This design comes from an exercise in tuning for small area, a short achievable clock period and few clock cycles per item on the open sky130 flow, not from production work.
At most, simulation tests tie the RTL to the original design; equivalence was not proved.
The RTL of run 1 was laid out without a check of its function.

## flow/design.v (module list and top-level ports; edited modules follow where they fit)
// module float_mul_pipe: 1341 lines
// module fmul_pfx_gp: 7 lines
// module fmul_pfx_g: 6 lines
// module fmul_fa: 6 lines
// module fmul_ha: 6 lines
// module fmul_and2: 6 lines
module float_mul_pipe #(
  parameter int E_BIT = 8,
  parameter int F_BIT = 23,
  parameter int TAG_W = 4
) (
  input  logic                 clk,
  input  logic                 rst,
  input  logic                 in_valid,
  output logic                 in_ready,
  input  logic [E_BIT+F_BIT:0] in_a,
  input  logic [E_BIT+F_BIT:0] in_b,
  input  logic [TAG_W-1:0]     in_tag,
  output logic                 out_valid,
  input  logic                 out_ready,
  output logic [E_BIT+F_BIT:0] out_p,
  output logic [TAG_W-1:0]     out_tag,
  output logic [3:0]           out_flags
);
  // ...
==> flow/flow/run.sh <==
#!/bin/bash
# The standard layout, with plain buf_1 cells (instead of the delay cells that
# buffer_ports picks by default) as the buffers on the input and output ports.
set -euo pipefail
bash standard.sh "BUFFER_PORTS_ARGS=-buffer_cell sky130_fd_sc_hd__buf_1" finish > flow_make.log 2>&1
==> flow/standard.sh <==
#!/bin/bash
# synth_recipe.tcl (not shown) runs the flow's synth.tcl, then flattens the netlist and writes it again
# the make line also repeats each setting of config.mk as NAME=value (left out here)
make -C /OpenROAD-flow-scripts/flow DESIGN_CONFIG=/design/flow/config.mk WORK_HOME=/design/flow/orfs CLKGATE_MAP_FILE= SYNTH_SCRIPT=/design/flow/synth_recipe.tcl "${@:-finish}"
==> flow/config.mk <==
export PLATFORM = sky130hd
export DESIGN_NAME = float_mul_pipe
export DESIGN_NICKNAME = float_mul_pipe
export VERILOG_FILES = /design/flow/design.v
export SDC_FILE = /design/flow/constraint.sdc
export NUM_CORES = 4
export LEC_CHECK = 0
export CAP_MARGIN = 20
export CORE_MARGIN = 2
export CORE_UTILIZATION = 70
export CTS_BUF_LIST = sky130_fd_sc_hd__clkbuf_4 sky130_fd_sc_hd__clkbuf_8
export SETUP_SLACK_MARGIN = 4.0
export SLEW_MARGIN = 20
export SYNTH_HIERARCHICAL = 1
export SYNTH_MINIMUM_KEEP_SIZE = 0
==> flow/constraint.sdc <==
create_clock -name core_clock -period 8.0 [get_ports {clk}]
set_input_delay 1.6000 -clock core_clock [delete_from_list [all_inputs] [get_ports {clk}]]
set_output_delay 1.6000 -clock core_clock [all_outputs]
set_load 0.01 [all_outputs]
==> notes.md, run 1 <==
Logic inverters=41; status=finished clean; biggest area consumer among synthesized cells=edfxtp_1; fin. max-slew vios=0; max cap viols=0; worst-path cell chain=a22oi_1 > xnor2_1 > fa_1 > fa_1 > fa_1 > fa_1 > fa_1; commonest non-fill, non-tap cell in the layout=xnor2_1; #FFs+latches synth=217; Top Ports=between 100 and 150; Starting Density=0.713; Top Layer Used=met5; DR vias/cell=6.82; pre-CTS setup slack=3.05 ns; Die ar.=~0.035 mm^2; ANT cells=2; clock buffer depth=3; Hold WC Path Type=reg -> reg; worst hold stages=0; Gate Count Post-Synth=2,083; CP max-delay cell=edfxtp_1; R2R setup slack=3.96 ns; Hold Fails Final Rpt=0; Seq/Total Area, Yosys=0.279; Site Rows=66; Hold Path Origin=r0_ex[6]$_DFFE_PP_; Slew HR=0.384; drt wl/cell=25.1 um
==> inputs of run 2 (changes only) <==
--- a/flow/design.v
+++ b/flow/design.v
@@ -924,208 +924,282 @@
   assign w_s[46] = r1_s[46];
   assign w_c[46] = r1_c[46];
   assign w_s[47] = r1_s[47];
   assign w_c[47] = r1_c[47];
   logic [47:0] w_g, w_pr;
   assign w_g  = w_s & w_c;
   assign w_pr = w_s ^ w_c;
   wire sk0_g1;
-  fmul_pfx_g u_sk0_g1 (.gh(w_g[10]), .ph(w_pr[10]), .gl(r1_lowc), .g(sk0_g1));
+  fmul_pfx_g_n u_sk0_g1 (.gh(w_g[10]), .ph(w_pr[10]), .gl(r1_lowc), .g(sk0_g1));
   wire sk0_g3, sk0_p3;
-  fmul_pfx_gp u_sk0_g3 (.gh(w_g[12]), .ph(w_pr[12]), .gl(w_g[11]), .pl(w_pr[11]), .g(sk0_g3), .p(sk0_p3));
+  fmul_pfx_gp_n u_sk0_g3 (.gh(w_g[12]), .ph(w_pr[12]), .gl(w_g[11]), .pl(w_pr[11]), .g(sk0_g3), .p(sk0_p3));
   wire sk0_g5, sk0_p5;
-  fmul_pfx_gp u_sk0_g5 (.gh(w_g[14]), .ph(w_pr[14]), .gl(w_g[13]), .pl(w_pr[13]), .g(sk0_g5), .p(sk0_p5));
+  fmul_pfx_gp_n u_sk0_g5 (.gh(w_g[14]), .ph(w_pr[14]), .gl(w_g[13]), .pl(w_pr[13]), .g(sk0_g5), .p(sk0_p5));
   wire sk0_g7, sk0_p7;
-  fmul_pfx_gp u_sk0_g7 (.gh(w_g[16]), .ph(w_pr[16]), .gl(w_g[15]), .pl(w_pr[15]), .g(sk0_g7), .p(sk0_p7));
+  fmul_pfx_gp_n u_sk0_g7 (.gh(w_g[16]), .ph(w_pr[16]), .gl(w_g[15]), .pl(w_pr[15]), .g(sk0_g7), .p(sk0_p7));
   wire sk0_g9, sk0_p9;
-  fmul_pfx_gp u_sk0_g9 (.gh(w_g[18]), .ph(w_pr[18]), .gl(w_g[17]), .pl(w_pr[17]), .g(sk0_g9), .p(sk0_p9));
+  fmul_pfx_gp_n u_sk0_g9 (.gh(w_g[18]), .ph(w_pr[18]), .gl(w_g[17]), .pl(w_pr[17]), .g(sk0_g9), .p(sk0_p9));
   wire sk0_g11, sk0_p11;
-  fmul_pfx_gp u_sk0_g11 (.gh(w_g[20]), .ph(w_pr[20]), .gl(w_g[19]), .pl(w_pr[19]), .g(sk0_g11), .p(sk0_p11));
+  fmul_pfx_gp_n u_sk0_g11 (.gh(w_g[20]), .ph(w_pr[20]), .gl(w_g[19]), .pl(w_pr[19]), .g(sk0_g11), .p(sk0_p11));
   wire sk0_g13, sk0_p13;
-  fmul_pfx_gp u_sk0_g13 (.gh(w_g[22]), .ph(w_pr[22]), .gl(w_g[21]), .pl(w_pr[21]), .g(sk0_g13), .p(sk0_p13));
+  fmul_pfx_gp_n u_sk0_g13 (.gh(w_g[22]), .ph(w_pr[22]), .gl(w_g[21]), .pl(w_pr[21]), .g(sk0_g13), .p(sk0_p13));
   wire sk0_g15, sk0_p15;
-  fmul_pfx_gp u_sk0_g15 (.gh(w_g[24]), .ph(w_pr[24]), .gl(w_g[23]), .pl(w_pr[23]), .g(sk0_g15), .p(sk0_p15));
+  fmul_pfx_gp_n u_sk0_g15 (.gh(w_g[24]), .ph(w_pr[24]), .gl(w_g[23]), .pl(w_pr[23]), .g(sk0_g15), .p(sk0_p15));
   wire sk0_g17, sk0_p17;
-  fmul_pfx_gp u_sk0_g17 (.gh(w_g[26]), .ph(w_pr[26]), .gl(w_g[25]), .pl(w_pr[25]), .g(sk0_g17), .p(sk0_p17));
+  fmul_pfx_gp_n u_sk0_g17 (.gh(w_g[26]), .ph(w_pr[26]), .gl(w_g[25]), .pl(w_pr[25]), .g(sk0_g17), .p(sk0_p17));
   wire sk0_g19, sk0_p19;
-  fmul_pfx_gp u_sk0_g19 (.gh(w_g[28]), .ph(w_pr[28]), .gl(w_g[27]), .pl(w_pr[27]), .g(sk0_g19), .p(sk0_p19));
+  fmul_pfx_gp_n u_sk0_g19 (.gh(w_g[28]), .ph(w_pr[28]), .gl(w_g[27]), .pl(w_pr[27]), .g(sk0_g19), .p(sk0_p19));
   wire sk0_g21, sk0_p21;
-  fmul_pfx_gp u_sk0_g21 (.gh(w_g[30]), .ph(w_pr[30]), .gl(w_g[29]), .pl(w_pr[29]), .g(sk0_g21), .p(sk0_p21));
+  fmul_pfx_gp_n u_sk0_g21 (.gh(w_g[30]), .ph(w_pr[30]), .gl(w_g[29]), .pl(w_pr[29]), .g(sk0_g21), .p(sk0_p21));
   wire sk0_g23, sk0_p23;
-  fmul_pfx_gp u_sk0_g23 (.gh(w_g[32]), .ph(w_pr[32]), .gl(w_g[31]), .pl(w_pr[31]), .g(sk0_g23), .p(sk0_p23));
+  fmul_pfx_gp_n u_sk0_g23 (.gh(w_g[32]), .ph(w_pr[32]), .gl(w_g[31]), .pl(w_pr[31]), .g(sk0_g23), .p(sk0_p23));
   wire sk0_g25, sk0_p25;
-  fmul_pfx_gp u_sk0_g25 (.gh(w_g[34]), .ph(w_pr[34]), .gl(w_g[33]), .pl(w_pr[33]), .g(sk0_g25), .p(sk0_p25));
+  fmul_pfx_gp_n u_sk0_g25 (.gh(w_g[34]), .ph(w_pr[34]), .gl(w_g[33]), .pl(w_pr[33]), .g(sk0_g25), .p(sk0_p25));
   wire sk0_g27, sk0_p27;
-  fmul_pfx_gp u_sk0_g27 (.gh(w_g[36]), .ph(w_pr[36]), .gl(w_g[35]), .pl(w_pr[35]), .g(sk0_g27), .p(sk0_p27));
+  fmul_pfx_gp_n u_sk0_g27 (.gh(w_g[36]), .ph(w_pr[36]), .gl(w_g[35]), .pl(w_pr[35]), .g(sk0_g27), .p(sk0_p27));
   wire sk0_g29, sk0_p29;
-  fmul_pfx_gp u_sk0_g29 (.gh(w_g[38]), .ph(w_pr[38]), .gl(w_g[37]), .pl(w_pr[37]), .g(sk0_g29), .p(sk0_p29));
+  fmul_pfx_gp_n u_sk0_g29 (.gh(w_g[38]), .ph(w_pr[38]), .gl(w_g[37]), .pl(w_pr[37]), .g(sk0_g29), .p(sk0_p29));
   wire sk0_g31, sk0_p31;
-  fmul_pfx_gp u_sk0_g31 (.gh(w_g[40]), .ph(w_pr[40]), .gl(w_g[39]), .pl(w_pr[39]), .g(sk0_g31), .p(sk0_p31));
+  fmul_pfx_gp_n u_sk0_g31 (.gh(w_g[40]), .ph(w_pr[40]), .gl(w_g[39]), .pl(w_pr[39]), .g(sk0_g31), .p(sk0_p31));
   wire sk0_g33, sk0_p33;
-  fmul_pfx_gp u_sk0_g33 (.gh(w_g[42]), .ph(w_pr[42]), .gl(w_g[41]), .pl(w_pr[41]), .g(sk0_g33), .p(sk0_p33));
+  fmul_pfx_gp_n u_sk0_g33 (.gh(w_g[42]), .ph(w_pr[42]), .gl(w_g[41]), .pl(w_pr[41]), .g(sk0_g33), .p(sk0_p33));
   wire sk0_g35, sk0_p35;
-  fmul_pfx_gp u_sk0_g35 (.gh(w_g[44]), .ph(w_pr[44]), .gl(w_g[43]), .pl(w_pr[43]), .g(sk0_g35), .p(sk0_p35));
+  fmul_pfx_gp_n u_sk0_g35 (.gh(w_g[44]), .ph(w_pr[44]), .gl(w_g[43]), .pl(w_pr[43]), .g(sk0_g35), .p(sk0_p35));
   wire sk0_g37, sk0_p37;
-  fmul_pfx_gp u_sk0_g37 (.gh(w_g[46]), .ph(w_pr[46]), .gl(w_g[45]), .pl(w_pr[45]), .g(sk0_g37), .p(sk0_p37));
+  fmul_pfx_gp_n u_sk0_g37 (.gh(w_g[46]), .ph(w_pr[46]), .gl(w_g[45]), .pl(w_pr[45]), .g(sk0_g37), .p(sk0_p37));
   wire sk1_g3;
-  fmul_pfx_g u_sk1_g3 (.gh(sk0_g3), .ph(sk0_p3), .gl(sk0_g1), .g(sk1_g3));
+  fmul_pfx_g_i u_sk1_g3 (.gh(sk0_g3), .ph(sk0_p3), .gl(sk0_g1), .g(sk1_g3));
   wire sk1_g7, sk1_p7;
-  fmul_pfx_gp u_sk1_g7 (.gh(sk0_g7), .ph(sk0_p7), .gl(sk0_g5), .pl(sk0_p5), .g(sk1_g7), .p(sk1_p7));
+  fmul_pfx_gp_i u_sk1_g7 (.gh(sk0_g7), .ph(sk0_p7), .gl(sk0_g5), .pl(sk0_p5), .g(sk1_g7), .p(sk1_p7));
   wire sk1_g11, sk1_p11;
-  fmul_pfx_gp u_sk1_g11 (.gh(sk0_g11), .ph(sk0_p11), .gl(sk0_g9), .pl(sk0_p9), .g(sk1_g11), .p(sk1_p11));
+  fmul_pfx_gp_i u_sk1_g11 (.gh(sk0_g11), .ph(sk0_p11), .gl(sk0_g9), .pl(sk0_p9), .g(sk1_g11), .p(sk1_p11));
+  wire skinv0;
+  fmul_inv u_skinv0 (.a(sk0_g13), .y(skinv0));
+  wire skinv1;
+  fmul_inv u_skinv1 (.a(sk0_p13), .y(skinv1));
   wire sk1_g14, sk1_p14;
-  fmul_pfx_gp u_sk1_g14 (.gh(w_g[23]), .ph(w_pr[23]), .gl(sk0_g13), .pl(sk0_p13), .g(sk1_g14), .p(sk1_p14));
+  fmul_pfx_gp_n u_sk1_g14 (.gh(w_g[23]), .ph(w_pr[23]), .gl(skinv0), .pl(skinv1), .g(sk1_g14), .p(sk1_p14));
   wire sk1_g15, sk1_p15;
-  fmul_pfx_gp u_sk1_g15 (.gh(sk0_g15), .ph(sk0_p15), .gl(sk0_g13), .pl(sk0_p13), .g(sk1_g15), .p(sk1_p15));
+  fmul_pfx_gp_i u_sk1_g15 (.gh(sk0_g15), .ph(sk0_p15), .gl(sk0_g13), .pl(sk0_p13), .g(sk1_g15), .p(sk1_p15));
+  wire skinv2;
+  fmul_inv u_skinv2 (.a(sk0_g17), .y(skinv2));
+  wire skinv3;
+  fmul_inv u_skinv3 (.a(sk0_p17), .y(skinv3));
   wire sk1_g18, sk1_p18;
-  fmul_pfx_gp u_sk1_g18 (.gh(w_g[27]), .ph(w_pr[27]), .gl(sk0_g17), .pl(sk0_p17), .g(sk1_g18), .p(sk1_p18));
+  fmul_pfx_gp_n u_sk1_g18 (.gh(w_g[27]), .ph(w_pr[27]), .gl(skinv2), .pl(skinv3), .g(sk1_g18), .p(sk1_p18));
   wire sk1_g19, sk1_p19;
-  fmul_pfx_gp u_sk1_g19 (.gh(sk0_g19), .ph(sk0_p19), .gl(sk0_g17), .pl(sk0_p17), .g(sk1_g19), .p(sk1_p19));
+  fmul_pfx_gp_i u_sk1_g19 (.gh(sk0_g19), .ph(sk0_p19), .gl(sk0_g17), .pl(sk0_p17), .g(sk1_g19), .p(sk1_p19));
+  wire skinv4;
+  fmul_inv u_skinv4 (.a(sk0_g21), .y(skinv4));
+  wire skinv5;
+  fmul_inv u_skinv5 (.a(sk0_p21), .y(skinv5));
   wire sk1_g22, sk1_p22;
-  fmul_pfx_gp u_sk1_g22 (.gh(w_g[31]), .ph(w_pr[31]), .gl(sk0_g21), .pl(sk0_p21), .g(sk1_g22), .p(sk1_p22));
+  fmul_pfx_gp_n u_sk1_g22 (.gh(w_g[31]), .ph(w_pr[31]), .gl(skinv4), .pl(skinv5), .g(sk1_g22), .p(sk1_p22));
   wire sk1_g23, sk1_p23;
-  fmul_pfx_gp u_sk1_g23 (.gh(sk0_g23), .ph(sk0_p23), .gl(sk0_g21), .pl(sk0_p21), .g(sk1_g23), .p(sk1_p23));
+  fmul_pfx_gp_i u_sk1_g23 (.gh(sk0_g23), .ph(sk0_p23), .gl(sk0_g21), .pl(sk0_p21), .g(sk1_g23), .p(sk1_p23));
+  wire skinv6;
+  fmul_inv u_skinv6 (.a(sk0_g25), .y(skinv6));
+  wire skinv7;
+  fmul_inv u_skinv7 (.a(sk0_p25), .y(skinv7));
   wire sk1_g26, sk1_p26;
-  fmul_pfx_gp u_sk1_g26 (.gh(w_g[35]), .ph(w_pr[35]), .gl(sk0_g25), .pl(sk0_p25), .g(sk1_g26), .p(sk1_p26));
+  fmul_pfx_gp_n u_sk1_g26 (.gh(w_g[35]), .ph(w_pr[35]), .gl(skinv6), .pl(skinv7), .g(sk1_g26), .p(sk1_p26));
   wire sk1_g27, sk1_p27;
-  fmul_pfx_gp u_sk1_g27 (.gh(sk0_g27), .ph(sk0_p27), .gl(sk0_g25), .pl(sk0_p25), .g(sk1_g27), .p(sk1_p27));
+  fmul_pfx_gp_i u_sk1_g27 (.gh(sk0_g27), .ph(sk0_p27), .gl(sk0_g25), .pl(sk0_p25), .g(sk1_g27), .p(sk1_p27));
+  wire skinv8;
+  fmul_inv u_skinv8 (.a(sk0_g29), .y(skinv8));
+  wire skinv9;
+  fmul_inv u_skinv9 (.a(sk0_p29), .y(skinv9));
   wire sk1_g30, sk1_p30;
-  fmul_pfx_gp u_sk1_g30 (.gh(w_g[39]), .ph(w_pr[39]), .gl(sk0_g29), .pl(sk0_p29), .g(sk1_g30), .p(sk1_p30));
+  fmul_pfx_gp_n u_sk1_g30 (.gh(w_g[39]), .ph(w_pr[39]), .gl(skinv8), .pl(skinv9), .g(sk1_g30), .p(sk1_p30));
   wire sk1_g31, sk1_p31;
-  fmul_pfx_gp u_sk1_g31 (.gh(sk0_g31), .ph(sk0_p31), .gl(sk0_g29), .pl(sk0_p29), .g(sk1_g31), .p(sk1_p31));
+  fmul_pfx_gp_i u_sk1_g31 (.gh(sk0_g31), .ph(sk0_p31), .gl(sk0_g29), .pl(sk0_p29), .g(sk1_g31), .p(sk1_p31));
+  wire skinv10;
+  fmul_inv u_skinv10 (.a(sk0_g33), .y(skinv10));
+  wire skinv11;
+  fmul_inv u_skinv11 (.a(sk0_p33), .y(skinv11));
   wire sk1_g34, sk1_p34;
-  fmul_pfx_gp u_sk1_g34 (.gh(w_g[43]), .ph(w_pr[43]), .gl(sk0_g33), .pl(sk0_p33), .g(sk1_g34), .p(sk1_p34));
+  fmul_pfx_gp_n u_sk1_g34 (.gh(w_g[43]), .ph(w_pr[43]), .gl(skinv10), .pl(skinv11), .g(sk1_g34), .p(sk1_p34));
   wire sk1_g35, sk1_p35;
-  fmul_pfx_gp u_sk1_g35 (.gh(sk0_g35), .ph(sk0_p35), .gl(sk0_g33), .pl(sk0_p33), .g(sk1_g35), .p(sk1_p35));
+  fmul_pfx_gp_i u_sk1_g35 (.gh(sk0_g35), .ph(sk0_p35), .gl(sk0_g33), .pl(sk0_p33), .g(sk1_g35), .p(sk1_p35));
   wire sk2_g7;
-  fmul_pfx_g u_sk2_g7 (.gh(sk1_g7), .ph(sk1_p7), .gl(sk1_g3), .g(sk2_g7));
+  fmul_pfx_g_n u_sk2_g7 (.gh(sk1_g7), .ph(sk1_p7), .gl(sk1_g3), .g(sk2_g7));
   wire sk2_g12, sk2_p12;
-  fmul_pfx_gp u_sk2_g12 (.gh(w_g[21]), .ph(w_pr[21]), .gl(sk1_g11), .pl(sk1_p11), .g(sk2_g12), .p(sk2_p12));
+  fmul_pfx_gp_n u_sk2_g12 (.gh(w_g[21]), .ph(w_pr[21]), .gl(sk1_g11), .pl(sk1_p11), .g(sk2_g12), .p(sk2_p12));
+  wire skinv12;
+  fmul_inv u_skinv12 (.a(sk1_g11), .y(skinv12));
+  wire skinv13;
+  fmul_inv u_skinv13 (.a(sk1_p11), .y(skinv13));
   wire sk2_g13, sk2_p13;
-  fmul_pfx_gp u_sk2_g13 (.gh(sk0_g13), .ph(sk0_p13), .gl(sk1_g11), .pl(sk1_p11), .g(sk2_g13), .p(sk2_p13));
+  fmul_pfx_gp_i u_sk2_g13 (.gh(sk0_g13), .ph(sk0_p13), .gl(skinv12), .pl(skinv13), .g(sk2_g13), .p(sk2_p13));
   wire sk2_g14, sk2_p14;
-  fmul_pfx_gp u_sk2_g14 (.gh(sk1_g14), .ph(sk1_p14), .gl(sk1_g11), .pl(sk1_p11), .g(sk2_g14), .p(sk2_p14));
+  fmul_pfx_gp_i u_sk2_g14 (.gh(sk1_g14), .ph(sk1_p14), .gl(skinv12), .pl(skinv13), .g(sk2_g14), .p(sk2_p14));
   wire sk2_g15, sk2_p15;
-  fmul_pfx_gp u_sk2_g15 (.gh(sk1_g15), .ph(sk1_p15), .gl(sk1_g11), .pl(sk1_p11), .g(sk2_g15), .p(sk2_p15));
+  fmul_pfx_gp_n u_sk2_g15 (.gh(sk1_g15), .ph(sk1_p15), .gl(sk1_g11), .pl(sk1_p11), .g(sk2_g15), .p(sk2_p15));
   wire sk2_g20, sk2_p20;
-  fmul_pfx_gp u_sk2_g20 (.gh(w_g[29]), .ph(w_pr[29]), .gl(sk1_g19), .pl(sk1_p19), .g(sk2_g20), .p(sk2_p20));
+  fmul_pfx_gp_n u_sk2_g20 (.gh(w_g[29]), .ph(w_pr[29]), .gl(sk1_g19), .pl(sk1_p19), .g(sk2_g20), .p(sk2_p20));
+  wire skinv14;
+  fmul_inv u_skinv14 (.a(sk1_g19), .y(skinv14));
+  wire skinv15;
+  fmul_inv u_skinv15 (.a(sk1_p19), .y(skinv15));
   wire sk2_g21, sk2_p21;
-  fmul_pfx_gp u_sk2_g21 (.gh(sk0_g21), .ph(sk0_p21), .gl(sk1_g19), .pl(sk1_p19), .g(sk2_g21), .p(sk2_p21));
+  fmul_pfx_gp_i u_sk2_g21 (.gh(sk0_g21), .ph(sk0_p21), .gl(skinv14), .pl(skinv15), .g(sk2_g21), .p(sk2_p21));
   wire sk2_g22, sk2_p22;
-  fmul_pfx_gp u_sk2_g22 (.gh(sk1_g22), .ph(sk1_p22), .gl(sk1_g19), .pl(sk1_p19), .g(sk2_g22), .p(sk2_p22));
+  fmul_pfx_gp_i u_sk2_g22 (.gh(sk1_g22), .ph(sk1_p22), .gl(skinv14), .pl(skinv15), .g(sk2_g22), .p(sk2_p22));
   wire sk2_g23, sk2_p23;
-  fmul_pfx_gp u_sk2_g23 (.gh(sk1_g23), .ph(sk1_p23), .gl(sk1_g19), .pl(sk1_p19), .g(sk2_g23), .p(sk2_p23));
+  fmul_pfx_gp_n u_sk2_g23 (.gh(sk1_g23), .ph(sk1_p23), .gl(sk1_g19), .pl(sk1_p19), .g(sk2_g23), .p(sk2_p23));
   wire sk2_g28, sk2_p28;
-  fmul_pfx_gp u_sk2_g28 (.gh(w_g[37]), .ph(w_pr[37]), .gl(sk1_g27), .pl(sk1_p27), .g(sk2_g28), .p(sk2_p28));
+  fmul_pfx_gp_n u_sk2_g28 (.gh(w_g[37]), .ph(w_pr[37]), .gl(sk1_g27), .pl(sk1_p27), .g(sk2_g28), .p(sk2_p28));
+  wire skinv16;
+  fmul_inv u_skinv16 (.a(sk1_g27), .y(skinv16));
+  wire skinv17;
+  fmul_inv u_skinv17 (.a(sk1_p27), .y(skinv17));
   wire sk2_g29, sk2_p29;
-  fmul_pfx_gp u_sk2_g29 (.gh(sk0_g29), .ph(sk0_p29), .gl(sk1_g27), .pl(sk1_p27), .g(sk2_g29), .p(sk2_p29));
+  fmul_pfx_gp_i u_sk2_g29 (.gh(sk0_g29), .ph(sk0_p29), .gl(skinv16), .pl(skinv17), .g(sk2_g29), .p(sk2_p29));
   wire sk2_g30, sk2_p30;
-  fmul_pfx_gp u_sk2_g30 (.gh(sk1_g30), .ph(sk1_p30), .gl(sk1_g27), .pl(sk1_p27), .g(sk2_g30), .p(sk2_p30));
+  fmul_pfx_gp_i u_sk2_g30 (.gh(sk1_g30), .ph(sk1_p30), .gl(skinv16), .pl(skinv17), .g(sk2_g30), .p(sk2_p30));
   wire sk2_g31, sk2_p31;
-  fmul_pfx_gp u_sk2_g31 (.gh(sk1_g31), .ph(sk1_p31), .gl(sk1_g27), .pl(sk1_p27), .g(sk2_g31), .p(sk2_p31));
+  fmul_pfx_gp_n u_sk2_g31 (.gh(sk1_g31), .ph(sk1_p31), .gl(sk1_g27), .pl(sk1_p27), .g(sk2_g31), .p(sk2_p31));
   wire sk2_g36, sk2_p36;
-  fmul_pfx_gp u_sk2_g36 (.gh(w_g[45]), .ph(w_pr[45]), .gl(sk1_g35), .pl(sk1_p35), .g(sk2_g36), .p(sk2_p36));
+  fmul_pfx_gp_n u_sk2_g36 (.gh(w_g[45]), .ph(w_pr[45]), .gl(sk1_g35), .pl(sk1_p35), .g(sk2_g36), .p(sk2_p36));
+  wire skinv18;
+  fmul_inv u_skinv18 (.a(sk1_g35), .y(skinv18));
+  wire skinv19;
+  fmul_inv u_skinv19 (.a(sk1_p35), .y(skinv19));
   wire sk2_g37, sk2_p37;
-  fmul_pfx_gp u_sk2_g37 (.gh(sk0_g37), .ph(sk0_p37), .gl(sk1_g35), .pl(sk1_p35), .g(sk2_g37), .p(sk2_p37));
+  fmul_pfx_gp_i u_sk2_g37 (.gh(sk0_g37), .ph(sk0_p37), .gl(skinv18), .pl(skinv19), .g(sk2_g37), .p(sk2_p37));
   wire sk3_g12;
-  fmul_pfx_g u_sk3_g12 (.gh(sk2_g12), .ph(sk2_p12), .gl(sk2_g7), .g(sk3_g12));
+  fmul_pfx_g_i u_sk3_g12 (.gh(sk2_g12), .ph(sk2_p12), .gl(sk2_g7), .g(sk3_g12));
+  wire skinv20;
+  fmul_inv u_skinv20 (.a(sk2_g7), .y(skinv20));
   wire sk3_g13;
-  fmul_pfx_g u_sk3_g13 (.gh(sk2_g13), .ph(sk2_p13), .gl(sk2_g7), .g(sk3_g13));
+  fmul_pfx_g_n u_sk3_g13 (.gh(sk2_g13), .ph(sk2_p13), .gl(skinv20), .g(sk3_g13));
   wire sk3_g14;
-  fmul_pfx_g u_sk3_g14 (.gh(sk2_g14), .ph(sk2_p14), .gl(sk2_g7), .g(sk3_g14));
+  fmul_pfx_g_n u_sk3_g14 (.gh(sk2_g14), .ph(sk2_p14), .gl(skinv20), .g(sk3_g14));
   wire sk3_g15;
-  fmul_pfx_g u_sk3_g15 (.gh(sk2_g15), .ph(sk2_p15), .gl(sk2_g7), .g(sk3_g15));
+  fmul_pfx_g_i u_sk3_g15 (.gh(sk2_g15), .ph(sk2_p15), .gl(sk2_g7), .g(sk3_g15));
+  wire skinv21;
+  fmul_inv u_skinv21 (.a(sk2_g23), .y(skinv21));
+  wire skinv22;
+  fmul_inv u_skinv22 (.a(sk2_p23), .y(skinv22));
   wire sk3_g24, sk3_p24;
-  fmul_pfx_gp u_sk3_g24 (.gh(w_g[33]), .ph(w_pr[33]), .gl(sk2_g23), .pl(sk2_p23), .g(sk3_g24), .p(sk3_p24));
+  fmul_pfx_gp_n u_sk3_g24 (.gh(w_g[33]), .ph(w_pr[33]), .gl(skinv21), .pl(skinv22), .g(sk3_g24), .p(sk3_p24));
   wire sk3_g25, sk3_p25;
-  fmul_pfx_gp u_sk3_g25 (.gh(sk0_g25), .ph(sk0_p25), .gl(sk2_g23), .pl(sk2_p23), .g(sk3_g25), .p(sk3_p25));
+  fmul_pfx_gp_i u_sk3_g25 (.gh(sk0_g25), .ph(sk0_p25), .gl(sk2_g23), .pl(sk2_p23), .g(sk3_g25), .p(sk3_p25));
   wire sk3_g26, sk3_p26;
-  fmul_pfx_gp u_sk3_g26 (.gh(sk1_g26), .ph(sk1_p26), .gl(sk2_g23), .pl(sk2_p23), .g(sk3_g26), .p(sk3_p26));
+  fmul_pfx_gp_i u_sk3_g26 (.gh(sk1_g26), .ph(sk1_p26), .gl(sk2_g23), .pl(sk2_p23), .g(sk3_g26), .p(sk3_p26));
   wire sk3_g27, sk3_p27;
-  fmul_pfx_gp u_sk3_g27 (.gh(sk1_g27), .ph(sk1_p27), .gl(sk2_g23), .pl(sk2_p23), .g(sk3_g27), .p(sk3_p27));
+  fmul_pfx_gp_n u_sk3_g27 (.gh(sk1_g27), .ph(sk1_p27), .gl(skinv21), .pl(skinv22), .g(sk3_g27), .p(sk3_p27));
   wire sk3_g28, sk3_p28;
-  fmul_pfx_gp u_sk3_g28 (.gh(sk2_g28), .ph(sk2_p28), .gl(sk2_g23), .pl(sk2_p23), .g(sk3_g28), .p(sk3_p28));
+  fmul_pfx_gp_i u_sk3_g28 (.gh(sk2_g28), .ph(sk2_p28), .gl(sk2_g23), .pl(sk2_p23), .g(sk3_g28), .p(sk3_p28));
   wire sk3_g29, sk3_p29;
-  fmul_pfx_gp u_sk3_g29 (.gh(sk2_g29), .ph(sk2_p29), .gl(sk2_g23), .pl(sk2_p23), .g(sk3_g29), .p(sk3_p29));
+  fmul_pfx_gp_n u_sk3_g29 (.gh(sk2_g29), .ph(sk2_p29), .gl(skinv21), .pl(skinv22), .g(sk3_g29), .p(sk3_p29));
   wire sk3_g30, sk3_p30;
-  fmul_pfx_gp u_sk3_g30 (.gh(sk2_g30), .ph(sk2_p30), .gl(sk2_g23), .pl(sk2_p23), .g(sk3_g30), .p(sk3_p30));
+  fmul_pfx_gp_n u_sk3_g30 (.gh(sk2_g30), .ph(sk2_p30), .gl(skinv21), .pl(skinv22), .g(sk3_g30), .p(sk3_p30));
   wire sk3_g31, sk3_p31;
-  fmul_pfx_gp u_sk3_g31 (.gh(sk2_g31), .ph(sk2_p31), .gl(sk2_g23), .pl(sk2_p23), .g(sk3_g31), .p(sk3_p31));
+  fmul_pfx_gp_i u_sk3_g31 (.gh(sk2_g31), .ph(sk2_p31), .gl(sk2_g23), .pl(sk2_p23), .g(sk3_g31), .p(sk3_p31));
   wire sk4_g16;
-  fmul_pfx_g u_sk4_g16 (.gh(w_g[25]), .ph(w_pr[25]), .gl(sk3_g15), .g(sk4_g16));
+  fmul_pfx_g_n u_sk4_g16 (.gh(w_g[25]), .ph(w_pr[25]), .gl(sk3_g15), .g(sk4_g16));
+  wire skinv23;
+  fmul_inv u_skinv23 (.a(sk3_g15), .y(skinv23));
   wire sk4_g17;
-  fmul_pfx_g u_sk4_g17 (.gh(sk0_g17), .ph(sk0_p17), .gl(sk3_g15), .g(sk4_g17));
+  fmul_pfx_g_i u_sk4_g17 (.gh(sk0_g17), .ph(sk0_p17), .gl(skinv23), .g(sk4_g17));
   wire sk4_g18;
-  fmul_pfx_g u_sk4_g18 (.gh(sk1_g18), .ph(sk1_p18), .gl(sk3_g15), .g(sk4_g18));
+  fmul_pfx_g_i u_sk4_g18 (.gh(sk1_g18), .ph(sk1_p18), .gl(skinv23), .g(sk4_g18));
   wire sk4_g19;
-  fmul_pfx_g u_sk4_g19 (.gh(sk1_g19), .ph(sk1_p19), .gl(sk3_g15), .g(sk4_g19));
+  fmul_pfx_g_n u_sk4_g19 (.gh(sk1_g19), .ph(sk1_p19), .gl(sk3_g15), .g(sk4_g19));
   wire sk4_g20;
-  fmul_pfx_g u_sk4_g20 (.gh(sk2_g20), .ph(sk2_p20), .gl(sk3_g15), .g(sk4_g20));
+  fmul_pfx_g_i u_sk4_g20 (.gh(sk2_g20), .ph(sk2_p20), .gl(skinv23), .g(sk4_g20));
   wire sk4_g21;
-  fmul_pfx_g u_sk4_g21 (.gh(sk2_g21), .ph(sk2_p21), .gl(sk3_g15), .g(sk4_g21));
+  fmul_pfx_g_n u_sk4_g21 (.gh(sk2_g21), .ph(sk2_p21), .gl(sk3_g15), .g(sk4_g21));
   wire sk4_g22;
-  fmul_pfx_g u_sk4_g22 (.gh(sk2_g22), .ph(sk2_p22), .gl(sk3_g15), .g(sk4_g22));
+  fmul_pfx_g_n u_sk4_g22 (.gh(sk2_g22), .ph(sk2_p22), .gl(sk3_g15), .g(sk4_g22));
   wire sk4_g23;
-  fmul_pfx_g u_sk4_g23 (.gh(sk2_g23), .ph(sk2_p23), .gl(sk3_g15), .g(sk4_g23));
+  fmul_pfx_g_i u_sk4_g23 (.gh(sk2_g23), .ph(sk2_p23), .gl(skinv23), .g(sk4_g23));
   wire sk4_g24;
-  fmul_pfx_g u_sk4_g24 (.gh(sk3_g24), .ph(sk3_p24), .gl(sk3_g15), .g(sk4_g24));
+  fmul_pfx_g_i u_sk4_g24 (.gh(sk3_g24), .ph(sk3_p24), .gl(skinv23), .g(sk4_g24));
   wire sk4_g25;
-  fmul_pfx_g u_sk4_g25 (.gh(sk3_g25), .ph(sk3_p25), .gl(sk3_g15), .g(sk4_g25));
+  fmul_pfx_g_n u_sk4_g25 (.gh(sk3_g25), .ph(sk3_p25), .gl(sk3_g15), .g(sk4_g25));
   wire sk4_g26;
-  fmul_pfx_g u_sk4_g26 (.gh(sk3_g26), .ph(sk3_p26), .gl(sk3_g15), .g(sk4_g26));
+  fmul_pfx_g_n u_sk4_g26 (.gh(sk3_g26), .ph(sk3_p26), .gl(sk3_g15), .g(sk4_g26));
   wire sk4_g27;
-  fmul_pfx_g u_sk4_g27 (.gh(sk3_g27), .ph(sk3_p27), .gl(sk3_g15), .g(sk4_g27));
+  fmul_pfx_g_i u_sk4_g27 (.gh(sk3_g27), .ph(sk3_p27), .gl(skinv23), .g(sk4_g27));
   wire sk4_g28;
-  fmul_pfx_g u_sk4_g28 (.gh(sk3_g28), .ph(sk3_p28), .gl(sk3_g15), .g(sk4_g28));
+  fmul_pfx_g_n u_sk4_g28 (.gh(sk3_g28), .ph(sk3_p28), .gl(sk3_g15), .g(sk4_g28));
   wire sk4_g29;
-  fmul_pfx_g u_sk4_g29 (.gh(sk3_g29), .ph(sk3_p29), .gl(sk3_g15), .g(sk4_g29));
+  fmul_pfx_g_i u_sk4_g29 (.gh(sk3_g29), .ph(sk3_p29), .gl(skinv23), .g(sk4_g29));
   wire sk4_g30;
-  fmul_pfx_g u_sk4_g30 (.gh(sk3_g30), .ph(sk3_p30), .gl(sk3_g15), .g(sk4_g30));
+  fmul_pfx_g_i u_sk4_g30 (.gh(sk3_g30), .ph(sk3_p30), .gl(skinv23), .g(sk4_g30));
   wire sk4_g31;
-  fmul_pfx_g u_sk4_g31 (.gh(sk3_g31), .ph(sk3_p31), .gl(sk3_g15), .g(sk4_g31));
+  fmul_pfx_g_n u_sk4_g31 (.gh(sk3_g31), .ph(sk3_p31), .gl(sk3_g15), .g(sk4_g31));
+  wire skinv24;
+  fmul_inv u_skinv24 (.a(sk4_g31), .y(skinv24));
   wire sk5_g32;
-  fmul_pfx_g u_sk5_g32 (.gh(w_g[41]), .ph(w_pr[41]), .gl(sk4_g31), .g(sk5_g32));
+  fmul_pfx_g_n u_sk5_g32 (.gh(w_g[41]), .ph(w_pr[41]), .gl(skinv24), .g(sk5_g32));
   wire sk5_g33;
-  fmul_pfx_g u_sk5_g33 (.gh(sk0_g33), .ph(sk0_p33), .gl(sk4_g31), .g(sk5_g33));
+  fmul_pfx_g_i u_sk5_g33 (.gh(sk0_g33), .ph(sk0_p33), .gl(sk4_g31), .g(sk5_g33));
   wire sk5_g34;
-  fmul_pfx_g u_sk5_g34 (.gh(sk1_g34), .ph(sk1_p34), .gl(sk4_g31), .g(sk5_g34));
+  fmul_pfx_g_i u_sk5_g34 (.gh(sk1_g34), .ph(sk1_p34), .gl(sk4_g31), .g(sk5_g34));
   wire sk5_g35;
-  fmul_pfx_g u_sk5_g35 (.gh(sk1_g35), .ph(sk1_p35), .gl(sk4_g31), .g(sk5_g35));
+  fmul_pfx_g_n u_sk5_g35 (.gh(sk1_g35), .ph(sk1_p35), .gl(skinv24), .g(sk5_g35));
   wire sk5_g36;
-  fmul_pfx_g u_sk5_g36 (.gh(sk2_g36), .ph(sk2_p36), .gl(sk4_g31), .g(sk5_g36));
+  fmul_pfx_g_i u_sk5_g36 (.gh(sk2_g36), .ph(sk2_p36), .gl(sk4_g31), .g(sk5_g36));
   wire sk5_g37;
-  fmul_pfx_g u_sk5_g37 (.gh(sk2_g37), .ph(sk2_p37), .gl(sk4_g31), .g(sk5_g37));
+  fmul_pfx_g_n u_sk5_g37 (.gh(sk2_g37), .ph(sk2_p37), .gl(skinv24), .g(sk5_g37));
+  wire skinv25;
+  fmul_inv u_skinv25 (.a(sk3_g13), .y(skinv25));
+  wire skinv26;
+  fmul_inv u_skinv26 (.a(sk3_g14), .y(skinv26));
+  wire skinv27;
+  fmul_inv u_skinv27 (.a(sk4_g16), .y(skinv27));
+  wire skinv28;
+  fmul_inv u_skinv28 (.a(sk4_g19), .y(skinv28));
+  wire skinv29;
+  fmul_inv u_skinv29 (.a(sk4_g21), .y(skinv29));
+  wire skinv30;
+  fmul_inv u_skinv30 (.a(sk4_g22), .y(skinv30));
+  wire skinv31;
+  fmul_inv u_skinv31 (.a(sk4_g25), .y(skinv31));
+  wire skinv32;
+  fmul_inv u_skinv32 (.a(sk4_g26), .y(skinv32));
+  wire skinv33;
+  fmul_inv u_skinv33 (.a(sk4_g28), .y(skinv33));
+  wire skinv34;
+  fmul_inv u_skinv34 (.a(sk5_g32), .y(skinv34));
+  wire skinv35;
+  fmul_inv u_skinv35 (.a(sk5_g35), .y(skinv35));
+  wire skinv36;
+  fmul_inv u_skinv36 (.a(sk5_g37), .y(skinv36));
   logic [47:22] w_cy;
   assign w_cy[22] = sk3_g12;
-  assign w_cy[23] = sk3_g13;
-  assign w_cy[24] = sk3_g14;
+  assign w_cy[23] = skinv25;
+  assign w_cy[24] = skinv26;
   assign w_cy[25] = sk3_g15;
-  assign w_cy[26] = sk4_g16;
+  assign w_cy[26] = skinv27;
   assign w_cy[27] = sk4_g17;
   assign w_cy[28] = sk4_g18;
-  assign w_cy[29] = sk4_g19;
+  assign w_cy[29] = skinv28;
   assign w_cy[30] = sk4_g20;
-  assign w_cy[31] = sk4_g21;
-  assign w_cy[32] = sk4_g22;
+  assign w_cy[31] = skinv29;
+  assign w_cy[32] = skinv30;
   assign w_cy[33] = sk4_g23;
   assign w_cy[34] = sk4_g24;
-  assign w_cy[35] = sk4_g25;
-  assign w_cy[36] = sk4_g26;
+  assign w_cy[35] = skinv31;
+  assign w_cy[36] = skinv32;
   assign w_cy[37] = sk4_g27;
-  assign w_cy[38] = sk4_g28;
+  assign w_cy[38] = skinv33;
   assign w_cy[39] = sk4_g29;
   assign w_cy[40] = sk4_g30;
-  assign w_cy[41] = sk4_g31;
-  assign w_cy[42] = sk5_g32;
+  assign w_cy[41] = skinv24;
+  assign w_cy[42] = skinv34;
   assign w_cy[43] = sk5_g33;
   assign w_cy[44] = sk5_g34;
-  assign w_cy[45] = sk5_g35;
+  assign w_cy[45] = skinv35;
   assign w_cy[46] = sk5_g36;
-  assign w_cy[47] = sk5_g37;
+  assign w_cy[47] = skinv36;
   assign w_prod[47:22] = w_pr[47:22] ^ w_cy;
   assign w_prod[21:0] = 22'd0;   
   logic        w_msb;
   logic        w_g1, w_g0, w_st1, w_st0, w_up1, w_up0, w_inexact;
   logic [46:24] w_t;
   logic [21:0]  w_tq, w_qa;     
   logic [22:0]  w_o1, w_o0;     
   logic [22:0]  w_z1, w_z0, w_i1, w_i0, w_frac;
@@ -1359,14 +1433,46 @@
   assign {co, s} = {1'b0, a} + {1'b0, b} + {1'b0, c};
 endmodule
 module fmul_ha (
   input  logic a, b,
   output logic s, co
 );
   assign {co, s} = {1'b0, a} + {1'b0, b};
 endmodule
+module fmul_pfx_gp_n (
+  input  logic gh, ph, gl, pl,
+  output logic g, p
+);
+  assign g = ~(gh | (ph & gl));
+  assign p = ~(ph & pl);
+endmodule
+module fmul_pfx_g_n (
+  input  logic gh, ph, gl,
+  output logic g
+);
+  assign g = ~(gh | (ph & gl));
+endmodule
+module fmul_pfx_gp_i (
+  input  logic gh, ph, gl, pl,
+  output logic g, p
+);
+  assign g = ~(gh & (ph | gl));
+  assign p = ~(ph | pl);
+endmodule
+module fmul_pfx_g_i (
+  input  logic gh, ph, gl,
+  output logic g
+);
+  assign g = ~(gh & (ph | gl));
+endmodule
+module fmul_inv (
+  input  logic a,
+  output logic y
+);
+  assign y = ~a;
+endmodule
 module fmul_and2 (
   input  logic a, b,
   output logic y
 );
   assign y = a & b;
 endmodule
==> flow/run.sh (new file) <==
#!/bin/bash
# synth_recipe.tcl (not shown) runs the flow's synth.tcl, then flattens the netlist and writes it again
# the make line also repeats each setting of config.mk as NAME=value (left out here)
make -C /OpenROAD-flow-scripts/flow DESIGN_CONFIG=/design/flow/config.mk WORK_HOME=/design/flow/orfs CLKGATE_MAP_FILE= SYNTH_SCRIPT=/design/flow/synth_recipe.tcl finish
removed: flow/flow/run.sh
removed: flow/standard.sh
==> run 2 against run 1 <==
  * Still clean on timing, DRC and antenna
  * Fmax up 0.89%
  * Register-to-register slack better by 0.06 ns
  * Non-clock buffer count down 13
  * Flip-flop and latch count unchanged
  * Synthesized cell count up 1.4%
  * Die area down 0.13%
  * Setup slack better by 0.036 ns
  * Cell count up 0.67%
  * Wire length down 1.7%
  * Critical endpoint is now r0_st1$_DFFE_PP_
==> notes.md, run 2 <==
ANT nets after route=0; Distinct cells, synth=64; largest net degree at the start of global routing=165; filler instances=around 1,900; CP top delay family=compound AO/OA/AOI/OAI gates; Fin Setup TNS=0 ns; # setup viols final=0; DR vias/cell=6.74 (-1.2%); mapped cell area=around 0.023 mm^2; Cells after DPL=2,568; hold path endpoint=r1_cls[1]$_DFFE_PP_; drt wl/cell=24.5 um (-2.3%); worst path bufs/invs=2; CTS sink count=217; Post-synth top cells=347 x xnor2_1, 266 x fa_1, 264 x a22oi_1; biggest area consumer among synthesized cells=edfxtp_1; clk slew on worst S/H paths=0.06 ns; vias in the first global route=18,500; Final WS setup=3.99 ns; Die ar.=0.0348 mm^2 (-0.13%); Slew HR=0.332 (-0.0520); layout cells sized above 1=0.144; worst-path cell chain=buf_12 > inv_16 > ha_4 > o21bai_1 > a21oi_1 > nor2_1 > o21ai_1 > a311oi_1 > or3_1 > a211o_1 > ha_2 > fa_2 > a21o_1 > a21oi_2 > xnor2_1 > and4_1 > a21oi_1; clock skew=approximately 0.023 ns; commonest non-fill, non-tap cell in the layout=xnor2_1; #FFs+latches synth=217 (unchanged); CTS tree=yes; Worst Tran Pin Value=between 0.9 and 1 ns; initial antenna violation count=1; Seq/Total Area, Yosys=0.279 (+0.000374); clock buffer depth=3 (unchanged); CORE AREA=0.0326 mm^2; area grow syn2layout=14.8%; hold-fix buffers at CTS=0; Most Frequent Cell on Critical Path=a21oi_1; TritonCTS Buffers=39; Starting Density=0.714 (+0.000847); RR Endpoint=r1_s[23]$_DFFE_PP_; Reg2Reg Launch Point=r0_one[1]$_DFFE_PP_; Hold Path Origin=r0_cls[1]$_SDFFCE_PP1P_; max cap viols=0 (unchanged); grt ovf=0; Setup CP Type=in -> reg; Horiz. Die Dim=186 um; most frequent cells in the layout=347 x xnor2_1, 265 x fa_1, 264 x a22oi_1, 214 x edfxtp_1, 113 x ha_1; RSZ-0062 raised after global routing=true; Synth area leaders=edfxtp_1 28%, fa_1 23%, xnor2_1 13%; Die Ht=186 um; first-pass GRT wire length=101,000 um; Clock Latency Late Sink=around 0.61 ns; fin crit share=0.501; EDFF count, synth=about 210; fin. max-slew vios=0 (unchanged); drt first-iter violations=2,074; Gate Count Post-Synth=2,112 (+1.4%); HPWL after DPL=around 41,000 um; yosys warns=8; CP Capture Type=flip-flop; NumNets Final=between 2,000 and 3,000; R2R depth=7; Layout Cells excl Fill=approximately 2,700; share of the synthesized area in the top cell type=0.276; Worst path depth=17; Port Buffers=113; main flop type after synthesis=edfxtp_1; CTS Root Cell=clkbuf_8; Async SR Flop Fraction=0.0138; worst hold stages=0 (unchanged); Site Rows=66 (unchanged); htree depth=2; Vias=18,300; Critical Path AT=4.36 ns; Hold Fails Final Rpt=0 (unchanged); CP required=8.35 ns; CP max-delay cell=or3_1; Routed WL=66,800 um; CP Max Fanout=2; most numerous cell in the Yosys netlist=xnor2_1; maximum clock frequency=~250 MHz; syn avg cell area=11.0 um^2; top flop regs=r1_c x38, r1_s x38, r_p x32; min Tclk post-route=around 4.0 ns; Startpoint Class=primary input; DR DRC count=0; Top Ports=114 (unchanged); R2R setup slack=4.02 ns (+0.06 ns); Total GRT Usage=0.377; status=finished clean; crit-path max cell delay=about 0.38 ns; GPL Wtd Cong=0.912; pre-CTS setup slack=2.62 ns (-0.428 ns); Hold WC Path Type=reg -> reg; drt pass-1 iters=9
-- run 2: cell count changes in the layout (fill, tap and decap cells not counted), moves of 28 or more --
cell / change
nand2_1: +28
inv_1: +38
and2_1: -53
a21oi_2: +51
a21o_1: -79
buf_1: -110
clkdlybuf4s50_1: +91
-- run 2: layout make-up --
class	count	area (um^2)	area share
tap	442	553	0.0207
clock buffer	47	597	0.0223
inverter	81	320	0.0120
antenna	1	2.50	0.0000936
timing repair buffer	234	2250	0.0841
sequential	217	6500	0.243
clock inverter	23	259	0.00969
multi-input combinational	1676	16300	0.608
-- run 2: what timing repair did --
| action | in CTS | in global routing |
|---|---|---|
| buffers inserted | 39 | 36 |
| setup endpoints to repair | 65 | 49 |
| cloned | 6 | 0 |
| gates resized for setup | 77 | 31 |
| pin swaps | 33 | 30 |
| hold endpoints to repair | 0 | 0 |
-- run 2: worst register-to-register path: stages, from the launching register on --
cell and delay (ns):
edfxtp_1 0.79, a22oi_1 0.24, xnor2_1 0.27, fa_1 0.49, fa_1 0.45, fa_1 0.49
fa_1 0.56, fa_1 0.43
-- run 2: logic make-up (layout without fill, tap and decap cells) --
family,count (synthesis),count (layout),synth area share
other,2,13,0.000322
adder cells (fa/ha/maj),384,384,0.292
flip-flops,217,217,0.279
buffers and inverters,235,385,0.0400
AND/OR/NAND/NOR,357,361,0.0736
XOR/XNOR,415,417,0.157
multiplexers,4,4,0.00188
AO/OA/AOI/OAI,498,498,0.156
-- run 2: per-module statistics from Yosys (local to each module, per instance) --
module          cells  flops+latches  area [um^2]  times used
fmul_pfx_g_i        1              0         5.00          14
fmul_pfx_gp_i       2              0         12.5          19
fmul_fa             1              0         20.0         264
fmul_inv            1              0         3.75          37
fmul_pfx_gp_n       2              0         12.5          35
fmul_pfx_gp         2              0         13.8           5
fmul_pfx_g_n        1              0         8.76          15
fmul_pfx_g          1              0         7.51           4
float_mul_pipe   1582            217        16200           1
fmul_ha             1              0         12.5          33
fmul_and2           1              0         6.26          45
-- run 2: worst max path at each step --
stage                       startpoint  slack [ns]           endpoint
floorplan                    out_ready        3.25           in_ready
global placement    r1_s[10]$_DFFE_PP_        2.73   r_p[2]$_DFFE_PP_
detailed placement  r1_s[10]$_DFFE_PP_        2.62  r_p[28]$_DFFE_PP_
CTS                           in_b[21]        3.99   r0_st1$_DFFE_PP_
global route                  in_b[21]        3.87   r0_st1$_DFFE_PP_
finish                        in_b[21]        3.99   r0_st1$_DFFE_PP_
-- run 2: through the flow --
step                       util  area [um^2]  hold WS [ns]
after global routing      0.820        26700         0.421
after floorplan               -        23400         0.400
after CTS                 0.804        26200         0.418
final                     0.820        26700         0.417
after detailed placement  0.760        24800         0.405
after global placement    0.760        24800         0.400
-- run 2: routing by layer --
layer  part of all wire  GRT usage
met5            0.00016          0
met4              0.049      0.171
met3               0.14      0.129
met2               0.45      0.581
met1               0.37      0.483
Testbench counts of run 2, summed over its fixed seeds: cycles 160,024, items 160,000.
==> inputs of run 3 (changes only) <==
==> flow/flow/run.sh (new file) <==
#!/bin/bash
# The standard layout, with plain buf_1 cells (instead of the delay cells that
# buffer_ports picks by default) as the buffers on the input and output ports.
set -euo pipefail
bash standard.sh "BUFFER_PORTS_ARGS=-buffer_cell sky130_fd_sc_hd__buf_1" finish > flow_make.log 2>&1
==> flow/standard.sh (new file) <==
#!/bin/bash
# synth_recipe.tcl (not shown) runs the flow's synth.tcl, then flattens the netlist and writes it again
# the make line also repeats each setting of config.mk as NAME=value (left out here)
make -C /OpenROAD-flow-scripts/flow DESIGN_CONFIG=/design/flow/config.mk WORK_HOME=/design/flow/orfs CLKGATE_MAP_FILE= SYNTH_SCRIPT=/design/flow/synth_recipe.tcl "${@:-finish}"
--- a/flow/config.mk
+++ b/flow/config.mk
@@ -9,5 +9,5 @@
 export CORE_MARGIN = 2
-export CORE_UTILIZATION = 70
+export CORE_UTILIZATION = 80
 export CTS_BUF_LIST = sky130_fd_sc_hd__clkbuf_4 sky130_fd_sc_hd__clkbuf_8
-export SETUP_SLACK_MARGIN = 4.0
+export SETUP_SLACK_MARGIN = 4.4
 export SLEW_MARGIN = 20
removed: flow/run.sh
==> run 3 against run 2 <==
  * The run now fails in 5_1_grt
  * Synthesized cell count unchanged
  * Area after synthesis unchanged
==> notes.md, run 3 <==
Post-synth top cells=347 x xnor2_1, 266 x fa_1, 264 x a22oi_1; GPL Wtd Cong=0.973 (+6.7%); Site Rows=62 (-6.1%); #FFs+latches synth=217 (unchanged); Port Buffers=113 (unchanged); HPWL after DPL=41,500 um (+1.1%); Synth area leaders=edfxtp_1 28%, fa_1 23%, xnor2_1 13%; EDFF count, synth=214 (unchanged); Error=[ERROR DPL-0038] Utilization greater than 100%, impossible to legalize; clock buffer depth=3 (unchanged); Starting Density=0.812 (+0.0974); xor/xnor share of the synthesized area=0.157 (unchanged); Synth Area in Adders=0.292 (unchanged); Gate Count Post-Synth=2,112 (unchanged); most numerous cell in the Yosys netlist=xnor2_1; TritonCTS Buffers=37 (-5.1%); largest net degree at the start of global routing=158; CTS Root Cell=clkbuf_8; WEP type=register data pin; hold-fix buffers at CTS=0 (unchanged); main flop type after synthesis=edfxtp_1; Distinct cells, synth=64 (unchanged); CTS sink count=217 (unchanged); share of the synthesized area in the top cell type=0.276 (unchanged); post-synthesis compound-gate area fraction=0.156 (unchanged); largest family of logic cells by synthesized area=adder cells; status=did not finish; Area after DPL=0.0239 mm^2 (-3.4%); Fail Step=5_1_grt; Horiz. Die Dim=175 um (-6.3%); mapped cell area=0.0233 mm^2 (unchanged); multiplexer share of the synthesized area=0.00188 (unchanged); Worst EP post-GRT repair=r0_st1$_DFFE_PP_/D; htree depth=2 (unchanged); Async SR Flop Fraction=0.0138 (unchanged); yosys warns=8 (unchanged); Seq/Total Area, Yosys=0.279 (unchanged); Die Ht=175 um (-6.3%); post-synthesis simple-gate area fraction=0.0736 (unchanged); biggest area consumer among synthesized cells=edfxtp_1; Top Ports=114 (unchanged); syn avg cell area=11.0 um^2 (unchanged)
## run 3: Yosys stat by module (local to each module, per instance)
module	flops+latches	cell area, um^2	copies in the design
float_mul_pipe	217	16200	1
fmul_and2	0	6.26	45
fmul_fa	0	20.0	264
fmul_ha	0	12.5	33
fmul_inv	0	3.75	37
fmul_pfx_g	0	7.51	4
fmul_pfx_g_i	0	5.00	14
fmul_pfx_g_n	0	8.76	15
fmul_pfx_gp	0	13.8	5
fmul_pfx_gp_i	0	12.5	19
fmul_pfx_gp_n	0	12.5	35
## run 3: worst max-delay path by stage
| stage | start | endpoint | cells after the start |
|---|---|---|---|
| after CTS | in_b[21] | r0_st1$_DFFE_PP_ | 17 |
| after detailed placement | r1_s[26]$_DFFE_PP_ | r_p[24]$_DFFE_PP_ | 16 |
| after global placement | r1_s[26]$_DFFE_PP_ | r_p[2]$_DFFE_PP_ | 16 |
| after floorplan | out_ready | in_ready | 1 |
## run 3: cells by family after synthesis
logic type      Yosys count
xor+xnor                415
flops                   217
compound gates          498
fa+ha+maj               384
buf+inv                 235
simple gates            357
mux                       4
other cells               2
## run 3: what timing repair did
item | CTS
endpoints found under the hold margin | 0
pin swaps | 87
endpoints found under the setup margin | 94
buffers inserted | 138
gates resized for setup | 198
cloned | 17
## run 3: metrics by stage
step / worst slack (ns) / utilization / hold slack (ns) / instances
3_5_place_dp: 2.72 / 0.834 / 0.406 / 2500
4_1_cts: 3.84 / 0.949 / 0.420 / 2721
2_1_floorplan: 3.25 / - / 0.400 / 2122
3_3_place_gp: 2.96 / 0.834 / 0.400 / 2500
==> inputs of run 4 (changes only) <==
--- a/flow/config.mk
+++ b/flow/config.mk
@@ -9,5 +9,5 @@
 export CORE_MARGIN = 2
-export CORE_UTILIZATION = 80
+export CORE_UTILIZATION = 70
 export CTS_BUF_LIST = sky130_fd_sc_hd__clkbuf_4 sky130_fd_sc_hd__clkbuf_8
-export SETUP_SLACK_MARGIN = 4.4
+export SETUP_SLACK_MARGIN = 4.0
 export SLEW_MARGIN = 20
==> run 4 against run 3 <==
  * The run now finishes clean
  * Area after synthesis unchanged
  * Synthesized cell count unchanged
==> notes.md, run 4 <==
crit-path max cell delay=0.87 ns; biggest area consumer among synthesized cells=edfxtp_1; clk slew on worst S/H paths=~0.06 ns; Clock Latency Late Sink=0.62 ns; Starting Density=0.714 (-0.0974); maximum clock frequency=between 200 and 250 MHz; NumNets Final=around 2,700; Horiz. Die Dim=186 um (+6.7%); share of the synthesized area in the top cell type=0.276 (unchanged); filler instances=1,990; Synth area leaders=edfxtp_1 28%, fa_1 23%, xnor2_1 13%; fin crit share=0.511; Top Ports=114 (unchanged); Vias=approximately 18,000; Hold WC Path Type=reg -> reg; first-pass GRT wire length=103,000 um; final core occ=0.806; DR vias/cell=roughly 6.7; syn avg cell area=11.0 um^2 (unchanged); worst path bufs/invs=0; Post-synth top cells=347 x xnor2_1, 266 x fa_1, 264 x a22oi_1; vias in the first global route=18,700; Critical Path AT=4.40 ns; drt first-iter violations=~2,500; CP required=8.31 ns; htree depth=2 (unchanged); Die Ht=186 um (+6.7%); Gate Count Post-Synth=2,112 (unchanged); HPWL after DPL=41,300 um (-0.68%); status=finished clean; Seq/Total Area, Yosys=0.279 (unchanged); fin. max-slew vios=0; Worst path depth=7; most numerous cell in the Yosys netlist=xnor2_1; top flop regs=r1_c x38, r1_s x38, r_p x32; RSZ-0062 raised after global routing=true; drt wl/cell=24.8 um; Die ar.=0.0348 mm^2; Reg2Reg Launch Point=r0_fa[3]$_DFFE_PP_; hold slack=0.418 ns; #FFs+latches synth=217 (unchanged); initial antenna violation count=3; R2R depth=7; crit path capture=r1_s[26]$_DFFE_PP_; CP top delay family=adder cells; worst-path cell chain=a22oi_1 > xnor2_1 > fa_1 > fa_1 > fa_1 > fa_1 > fa_1; Startpoint Class=flip-flop; commonest non-fill, non-tap cell in the layout=xnor2_1; Fin Setup TNS=0 ns; TritonCTS Buffers=39 (+5.4%); min Tclk post-route=4.08 ns; Async SR Flop Fraction=0.0138 (unchanged); CTS Root Cell=clkbuf_8; # setup viols final=0; GPL Wtd Cong=0.936 (-3.8%); Slew HR=0.196; area grow syn2layout=12.9%; CORE AREA=around 0.033 mm^2; CTS sink count=217 (unchanged); Routed WL=67,900 um; CP max-delay cell=edfxtp_1; main flop type after synthesis=edfxtp_1; yosys warns=8 (unchanged); largest net degree at the start of global routing=82; ANT nets after route=0; clock buffer depth=3 (unchanged); CP Max Fanout=14; RR Endpoint=r1_s[26]$_DFFE_PP_; Distinct cells, synth=64 (unchanged); drt pass-1 iters=7; hold-fix buffers at CTS=0 (unchanged); Total GRT Usage=0.382; max cap viols=0; Port Buffers=113 (unchanged); clock skew=roughly 0.029 ns; mapped cell area=0.0233 mm^2 (unchanged); CP Capture Type=flip-flop; Worst Tran Pin Value=between 1 and 1.5 ns; CTS tree=yes; R2R setup slack=~3.9 ns; Multi-input gate area=0.0163 mm^2; EDFF count, synth=214 (unchanged); Setup CP Type=reg -> reg; grt ovf=0; Hold Fails Final Rpt=0; Most Frequent Cell on Critical Path=fa_1; Register Area=between 0.006 and 0.007 mm^2; worst setup path start=r0_fa[3]$_DFFE_PP_; Site Rows=66 (+6.5%); most frequent cells in the layout=347 x xnor2_1, 265 x fa_1, 263 x a22oi_1, 214 x edfxtp_1, 114 x ha_1; DR DRC count=0; layout cells sized above 1=0.151
==> run 4: cell counts after synthesis <==
Identical to the previous run, type by type.
==> run 4: area by class of cell <==
| type | count | share of cell area |
|---|---|---|
| Antenna cell | 1 | 0.0000952 |
| Clock buffer | 49 | 0.0233 |
| Clock inverter | 22 | 0.00723 |
| Inverter | 81 | 0.0122 |
| Multi-Input combinational cell | 1677 | 0.619 |
| Sequential cell | 217 | 0.247 |
| Tap cell | 442 | 0.0210 |
| Timing Repair Buffer | 252 | 0.0694 |
==> run 4: logic make-up after synthesis <==
kind of cell	synth area share
buffers and inverters	0.0400
multiplexers	0.00188
XOR/XNOR	0.157
AO/OA/AOI/OAI	0.156
other	0.000322
adder cells (fa/ha/maj)	0.292
flip-flops	0.279
AND/OR/NAND/NOR	0.0736
==> run 4: routing by layer <==
layer	global-route usage	up-vias	routed length [um]
met5	0	-	71
met4	0.166	4	3130
met3	0.135	322	9600
met2	0.575	1467	29800
met1	0.505	8883	25200
li1	-	7724	-
==> run 4: repair_timing <==
action                                  4_1_cts  5_1_grt
pin swaps                                    21       36
resized for setup                            32       45
buffers inserted                             39       60
endpoints found under the setup margin       72       55
cloned                                        5        2
==> run 4: per-module statistics from Yosys, one instance, submodules excluded, a selection <==
| module | times used | cells | flops+latches | cell area (um^2) |
|---|---|---|---|---|
| fmul_and2 | 45 | 1 | 0 | 6.26 |
| fmul_inv | 37 | 1 | 0 | 3.75 |
| fmul_pfx_gp_n | 35 | 2 | 0 | 12.5 |
| fmul_pfx_g_n | 15 | 1 | 0 | 8.76 |
| fmul_pfx_g_i | 14 | 1 | 0 | 5.00 |
| fmul_pfx_gp | 5 | 2 | 0 | 13.8 |
| fmul_ha | 33 | 1 | 0 | 12.5 |
==> run 4: worst min path at each step <==
stage | start | end | cells past startpoint
global route | r0_cls[1]$_SDFFCE_PP1P_ | r1_cls[1]$_DFFE_PP_ | 0
detailed placement | r0_ex[9]$_DFFE_PP_ | r1_ex[9]$_DFFE_PP_ | 0
global placement | r0_tag[3]$_DFFE_PP_ | r1_tag[3]$_DFFE_PP_ | 0
floorplan | r0_cls[0]$_SDFFCE_PP1P_ | r1_cls[0]$_DFFE_PP_ | 0
CTS | r0_ex[4]$_DFFE_PP_ | r1_ex[4]$_DFFE_PP_ | 0
finish | r0_tag[1]$_DFFE_PP_ | r1_tag[1]$_DFFE_PP_ | 0
==> run 4: stage by stage <==
step / std cells / worst slack (ns) / instance area (um^2)
floorplan: 2122 / 3.25 / 23400
global placement: 2561 / 2.75 / 24000
detailed placement: 2561 / 2.53 / 24000
CTS: 2676 / 3.98 / 25400
global route: 2740 / 3.85 / 26300
finish: 2741 / 3.92 / 26300

[port drivers added, routing unchanged]
No port has a modelled driver above. Below, the same layouts with a new extraction and two added sets of constraints. Step 1 sets driving cells, clkbuf_16 on the clock port and buf_2 on the other inputs (assumed; they add their load-dependent delay and slew). Step 2 moves the port delays by t, midway between the first and last clock arrival at a register: inputs arrive t later, outputs are due t later. That takes back most of the time a late clock gives input paths. Three values: no drivers, after step 1, after step 2; two values: the first two.
| run | shift t [ns] | setup slack, ns | cell pins on the clock port's net |
|---|---|---|---|
| run 1 | 0.645 | 3.958 / 3.958 / 3.419 | 1 |
| run 2 | 0.653 | 3.994 / 3.985 / 3.331 | 1 |
| run 4 | 0.655 | 3.916 / 3.916 / 3.324 | 1 |
After both steps every run listed still meets setup and hold. The setup slack of run 2, which loses most, moves by -0.009 ns with the drivers and by -0.663 ns with both steps.
